This design comes from an exercise in tuning for small area, a short achievable clock period and few clock cycles on the open sky130 flow, not from production work. Power and IR drop assume default switching activity.

red:
// sha256_msg_padder
module sha256_msg_padder #(
  parameter int LEN_W   = 64,
  parameter int TIMEOUT = 4096
) (
  input  logic                   Clk,
  input  logic                   Rst,
  input  logic [7:0]             i_Byte,
  input  logic                   i_fValid,
  input  logic                   i_fLast,
  output logic                   o_fReady,
  output logic [SHA_BLOCK_W-1:0] o_Data,
  output logic                   o_fStart,
  output logic                   o_fFirst,
  input  logic                   i_fDone,
  output logic                   o_fMsgDone,
  output logic                   o_fErr
);
  localparam int TMO_W  = $clog2(TIMEOUT) + 1;    
  localparam int HI_W   = LEN_W - 9;              
  localparam int CH_W   = 8;                      
  localparam int N_CH   = (HI_W + CH_W - 1) / CH_W;
  sha256_pkg::pad_phase_t ph_q, ph_d;
  logic              need80_q, need80_d;
  logic [5:0]        pos_q, pos_d;           
  logic              full_q, full_d;         
  logic              s_final_q, s_final_d;   
  logic              first_pend_q, first_pend_d;
  logic              ready_q, ready_d;       
  logic [5:0]        lo_q, lo_d;             
  logic [HI_W-1:0]   hi_q, hi_d;             
  logic [N_CH-1:0]   cy_q, cy_d;             
  logic              hi_ones_q;
  logic              live_q;                 
  logic              start_q, busy_q, out_q, out_d;    
  logic              go_idle_q, go_ack_q, pad_go_q;
  logic              r_first_q, r_final_q;
  logic [TMO_W-1:0]  tcnt_q, tcnt_d;
  logic              msgdone_q, err_q, err_d;
  logic              rdy, accept, shift, xfer, ack, tmo, flush, near_tmo, len_end, clr, inc;
  logic [7:0]        in_byte, len_byte;
  logic [63:0]       len_field;
  assign len_field = {hi_q, lo_q, 3'b000};
  assign len_byte  = len_field[63 - 8*pos_q[2:0] -: 8];
  sha256_blk_buf u_buf (
    .Clk     (Clk),
  ...
Size: roughly 1100 flip-flops, roughly 530 I/O pins, roughly 0.036 sq mm of cells after synthesis.
==> module sha256_msg_padder, before the edit <==
module sha256_msg_padder #(
  parameter int LEN_W   = 64,
  parameter int TIMEOUT = 4096
) (
  input  logic                   Clk,
  input  logic                   Rst,
  input  logic [7:0]             i_Byte,
  input  logic                   i_fValid,
  input  logic                   i_fLast,
  output logic                   o_fReady,
  output logic [SHA_BLOCK_W-1:0] o_Data,
  output logic                   o_fStart,
  output logic                   o_fFirst,
  input  logic                   i_fDone,
  output logic                   o_fMsgDone,
  output logic                   o_fErr
);
  localparam int TMO_W  = $clog2(TIMEOUT) + 1;    
  localparam int HI_W   = LEN_W - 9;              
  localparam int CH_W   = 8;                      
  localparam int N_CH   = (HI_W + CH_W - 1) / CH_W;
  sha256_pkg::pad_phase_t ph_q, ph_d;
  logic              need80_q, need80_d;
  logic [5:0]        pos_q, pos_d;           
  logic              full_q, full_d;         
  logic              s_final_q, s_final_d;   
  logic              first_pend_q, first_pend_d;
  logic              ready_q, ready_d;       
  logic [5:0]        lo_q, lo_d;             
  logic [HI_W-1:0]   hi_q, hi_d;             
  logic [N_CH-1:0]   cy_q, cy_d;             
  logic              hi_ones_q;
  logic              live_q;                 
  logic              start_q, busy_q, out_q, out_d;    
  logic              go_idle_q, go_ack_q, pad_go_q;
  logic              r_first_q, r_final_q;
  logic [TMO_W-1:0]  tcnt_q, tcnt_d;
  logic              msgdone_q, err_q, err_d;
  logic              rdy, accept, shift, xfer, ack, tmo, flush, near_tmo, len_end, clr, inc;
  logic [7:0]        in_byte, len_byte;
  logic [63:0]       len_field;
  assign len_field = {hi_q, lo_q, 3'b000};
  assign len_byte  = len_field[63 - 8*pos_q[2:0] -: 8];
  sha256_blk_buf u_buf (
    .Clk     (Clk),
    .shift   (shift),
    .in_byte (in_byte),
    .load    (xfer),
    .rd_data (o_Data)
  );
  always_comb begin
    rdy      = live_q & (ph_q == PH_DATA) & ~full_q & ~(out_q & tcnt_q[TMO_W-1]);
    accept   = i_fValid & rdy;
    ack      = out_q & i_fDone;
    tmo      = out_q & ~i_fDone & tcnt_q[TMO_W-1];
    near_tmo = out_q & ~i_fDone & (tcnt_q == TMO_W'(TIMEOUT - 1));
    flush    = tmo & ~r_final_q;
    xfer     = go_idle_q | (go_ack_q & i_fDone);    
    shift    = accept | pad_go_q;                    
    len_end  = (ph_q == PH_LEN) & shift & (pos_q == 6'd63);
    clr      = flush | len_end | ~live_q;
    inc      = (ph_q == PH_DATA) & accept;
    case (ph_q)
      PH_DATA: in_byte = i_Byte;
      PH_PAD:  in_byte = need80_q ? PAD_BYTE : 8'h00;
      default: in_byte = len_byte;
    endcase
    ph_d     = ph_q;
    need80_d = need80_q;
    case (ph_q)
      PH_DATA: if (accept && i_fLast) begin
        ph_d     = PH_PAD;
        need80_d = 1'b1;
      end
      PH_PAD: if (shift) begin
        need80_d = 1'b0;
        if (pos_q == 6'(LEN_FIELD_OFS - 1)) ph_d = PH_LEN;
      end
      default: if (len_end) ph_d = PH_DATA;
    endcase
    pos_d        = shift ? pos_q + 6'd1 : pos_q;
    full_d       = (shift & (pos_q == 6'd63)) | (full_q & ~xfer);
    s_final_d    = len_end | (s_final_q & ~xfer);
    first_pend_d = xfer ? s_final_q : first_pend_q;
    if (flush) begin
      ph_d         = PH_DATA;
      need80_d     = 1'b0;
      pos_d        = '0;
      full_d       = 1'b0;
      s_final_d    = 1'b0;
      first_pend_d = 1'b1;
    end
    ready_d = (ph_d == PH_DATA) & ~full_d & ~near_tmo;
    lo_d = lo_q + 6'(inc);
    hi_d = hi_inc;
    cy_d = cy_nxt;
    if (clr) begin
      lo_d = '0;
      hi_d = '0;
      cy_d = '0;
    end
    out_d  = (busy_q & ~out_q) | (out_q & ~i_fDone & ~tcnt_q[TMO_W-1]);
    tcnt_d = xfer ? '0 : (out_q ? tcnt_q + TMO_W'(1) : tcnt_q);
    err_d  = err_q | tmo | (inc & (lo_q == 6'd63) & hi_ones_q);
  end
  logic [HI_W-1:0] hi_inc;
  logic [N_CH-1:0] cy_nxt;
  for (genvar c = 0; c < N_CH; c++) begin : g_hi
    localparam int W = (c == N_CH - 1) ? HI_W - CH_W * c : CH_W;
    logic cin;
    assign cin = cy_q[c];
    assign hi_inc[CH_W*c +: W] = hi_q[CH_W*c +: W] + W'(cin);
    if (c + 1 < N_CH) begin : g_cy
      assign cy_nxt[c + 1] = cin & (&hi_q[CH_W*c +: W]);
    end
  end
  assign cy_nxt[0] = inc & (lo_q == 6'd63);
  always_ff @(posedge Clk or posedge Rst) begin
    if (Rst) begin
      ph_q         <= PH_DATA;
      need80_q     <= 1'b0;
      pos_q        <= '0;
      full_q       <= 1'b0;
      s_final_q    <= 1'b0;
      first_pend_q <= 1'b1;
      ready_q      <= 1'b0;
      live_q       <= 1'b0;
      start_q      <= 1'b0;
      busy_q       <= 1'b0;
      go_idle_q    <= 1'b0;
      go_ack_q     <= 1'b0;
      pad_go_q     <= 1'b0;
      out_q        <= 1'b0;
      msgdone_q    <= 1'b0;
      err_q        <= 1'b0;
    end else begin
      ph_q         <= ph_d;
      need80_q     <= need80_d;
      pos_q        <= pos_d;
      full_q       <= full_d;
      s_final_q    <= s_final_d;
      first_pend_q <= first_pend_d;
      ready_q      <= ready_d;
      live_q       <= 1'b1;
      start_q      <= xfer;
      busy_q       <= xfer | out_d;
      go_idle_q    <= full_d & ~(xfer | out_d);
      go_ack_q     <= full_d & out_d;
      pad_go_q     <= (ph_d != PH_DATA) & ~full_d;
      out_q        <= out_d;
      msgdone_q    <= ack & r_final_q;
      err_q        <= err_d;
    end
  end
  always_ff @(posedge Clk) begin
    lo_q      <= lo_d;
    hi_q      <= hi_d;
    cy_q      <= cy_d;
    hi_ones_q <= &hi_q;
  end
  always_ff @(posedge Clk) begin
    if (xfer) begin
      r_first_q <= first_pend_q;
      r_final_q <= s_final_q;
    end
    tcnt_q <= tcnt_d;
  end
  assign o_fReady   = ready_q;
  assign o_fStart   = start_q;
  assign o_fFirst   = r_first_q;
  assign o_fMsgDone = msgdone_q;
  assign o_fErr     = err_q;
endmodule
export LEC_CHECK = 0
export CAP_MARGIN = 20
export CORE_MARGIN = 2
export CORE_UTILIZATION = 40
export CTS_CLUSTER_DIAMETER = 150
export CTS_CLUSTER_SIZE = 30
export SETUP_SLACK_MARGIN = 2.8
export SLEW_MARGIN = 20
create_clock -name core_clock -period 5.0 [get_ports {Clk}]
standard.sh (not shown) runs the stock make flow with config.mk's settings and CLKGATE_MAP_FILE= SYNTH_SCRIPT=/design/flow/synth_recipe.tcl, a recipe that flattens the netlist after the stock synthesis.
==> flow/flow/run.sh <==
#!/bin/bash
# Own layout flow: the standard layout with two changes:
# - the port buffers are sky130_fd_sc_hd__buf_2 (buffer_ports' default pick is
#   a delay cell, clkdlybuf4s50_1);
# - after global placement the output buffers, and the registers that drive
#   only them, are moved next to their pins (flow/obuf_near_driver.tcl).
set -euo pipefail
WORK=$(cd "$(dirname "$0")/.." && pwd)
cd "$WORK"
bash standard.sh "BUFFER_PORTS_ARGS=-buffer_cell sky130_fd_sc_hd__buf_2" \
  "POST_GLOBAL_PLACE_TCL=$WORK/flow/obuf_near_driver.tcl" \
  "POST_DETAIL_ROUTE_TCL=$WORK/flow/unfirm.tcl" finish \
  > "$WORK/standard_finish.log" 2>&1
Other scripts of this flow, unchanged in this note and not shown: flow/flow/obuf_near_driver.tcl, flow/flow/unfirm.tcl
red finished every step from synthesis to the final layout, and the layout passed the timing, DRC and antenna checks.
Relative to red, the following input files were edited for blue:
--- a/flow/design.v
+++ b/flow/design.v
@@ -63,15 +63,15 @@
   logic [HI_W-1:0]   hi_q, hi_d;             
   logic [N_CH-1:0]   cy_q, cy_d;             
   logic              hi_ones_q;
   logic              live_q;                 
   logic              start_q, busy_q, out_q, out_d;    
-  logic              go_idle_q, go_ack_q, pad_go_q;
+  logic              go_idle_q, go_ack_q, pad_go_q, shift_en_q;
   logic              r_first_q, r_final_q;
   logic [TMO_W-1:0]  tcnt_q, tcnt_d;
   logic              msgdone_q, err_q, err_d;
-  logic              rdy, accept, shift, xfer, ack, tmo, flush, near_tmo, len_end, clr, inc;
+  logic              accept, shift, xfer, ack, tmo, flush, near_tmo, len_end, clr, inc;
   logic [7:0]        in_byte, len_byte;
   logic [63:0]       len_field;
   assign len_field = {hi_q, lo_q, 3'b000};
   assign len_byte  = len_field[63 - 8*pos_q[2:0] -: 8];
   sha256_blk_buf u_buf (
@@ -80,18 +80,17 @@
     .in_byte (in_byte),
     .load    (xfer),
     .rd_data (o_Data)
   );
   always_comb begin
-    rdy      = live_q & (ph_q == PH_DATA) & ~full_q & ~(out_q & tcnt_q[TMO_W-1]);
-    accept   = i_fValid & rdy;
+    accept   = i_fValid & shift_en_q & ~pad_go_q;
     ack      = out_q & i_fDone;
     tmo      = out_q & ~i_fDone & tcnt_q[TMO_W-1];
     near_tmo = out_q & ~i_fDone & (tcnt_q == TMO_W'(TIMEOUT - 1));
     flush    = tmo & ~r_final_q;
     xfer     = go_idle_q | (go_ack_q & i_fDone);    
-    shift    = accept | pad_go_q;                    
+    shift    = (i_fValid | pad_go_q) & shift_en_q;   
     len_end  = (ph_q == PH_LEN) & shift & (pos_q == 6'd63);
     clr      = flush | len_end | ~live_q;
     inc      = (ph_q == PH_DATA) & accept;
     case (ph_q)
       PH_DATA: in_byte = i_Byte;
@@ -161,10 +160,11 @@
       start_q      <= 1'b0;
       busy_q       <= 1'b0;
       go_idle_q    <= 1'b0;
       go_ack_q     <= 1'b0;
       pad_go_q     <= 1'b0;
+      shift_en_q   <= 1'b0;
       out_q        <= 1'b0;
       msgdone_q    <= 1'b0;
       err_q        <= 1'b0;
     end else begin
       ph_q         <= ph_d;
@@ -178,10 +178,11 @@
       start_q      <= xfer;
       busy_q       <= xfer | out_d;
       go_idle_q    <= full_d & ~(xfer | out_d);
       go_ack_q     <= full_d & out_d;
       pad_go_q     <= (ph_d != PH_DATA) & ~full_d;
+      shift_en_q   <= ready_d | ((ph_d != PH_DATA) & ~full_d);
       out_q        <= out_d;
       msgdone_q    <= ack & r_final_q;
       err_q        <= err_d;
     end
   end
Findings:
Comparing blue with red, the synthesized area came out essentially unchanged.
Between red and blue, the power share of the clock group does not differ in any meaningful way.
There was hardly any difference in core utilization between red and blue.
Setup WNS red -> blue: worse
Against red as the reference, blue delivers a lower power consumed by combinational cells.
The multi-input combinational gate total in blue sits 16 above the value recorded for red.
Taking red as 1.0, blue lands at 0.73 on clock-buffer cell count.
Function was not checked in any run of this note: the RTL went through the layout flow alone.

## what the ideal ports hide
The flow's constraints put no driver on any port. The routed layouts listed below were extracted and timed again, unchanged, in two steps.
Step 1 sets driving cells, clkbuf_16 on the clock port and buf_2 on the other inputs (assumed; they add their load-dependent delay and slew).
Step 2 also shifts input and output timing later by t, the mid clock arrival at the registers, as if the neighbouring blocks saw the same clock.
Three values: ideal, step 1, step 2; two values: the first two.
| run | shift t [ns] | setup slack, ns | hold WS [ns] | latest minus earliest clock arrival (ns) | worst slew at a driven data input, ns |
|---|---|---|---|---|---|
| red | 0.663 | 2.833 / 2.780 / 2.176 | 0.432 / 0.432 / 0.432 | 0.026 / 0.026 | 0.08 |
| blue | 0.645 | 2.822 / 2.804 / 2.247 | 0.430 / 0.430 / 0.430 | 0.037 / 0.037 | 0.06 |
After both steps every run listed still meets setup and hold. For red, which loses most, drivers alone change the setup slack by -0.053 ns; drivers and shift together by -0.657 ns.
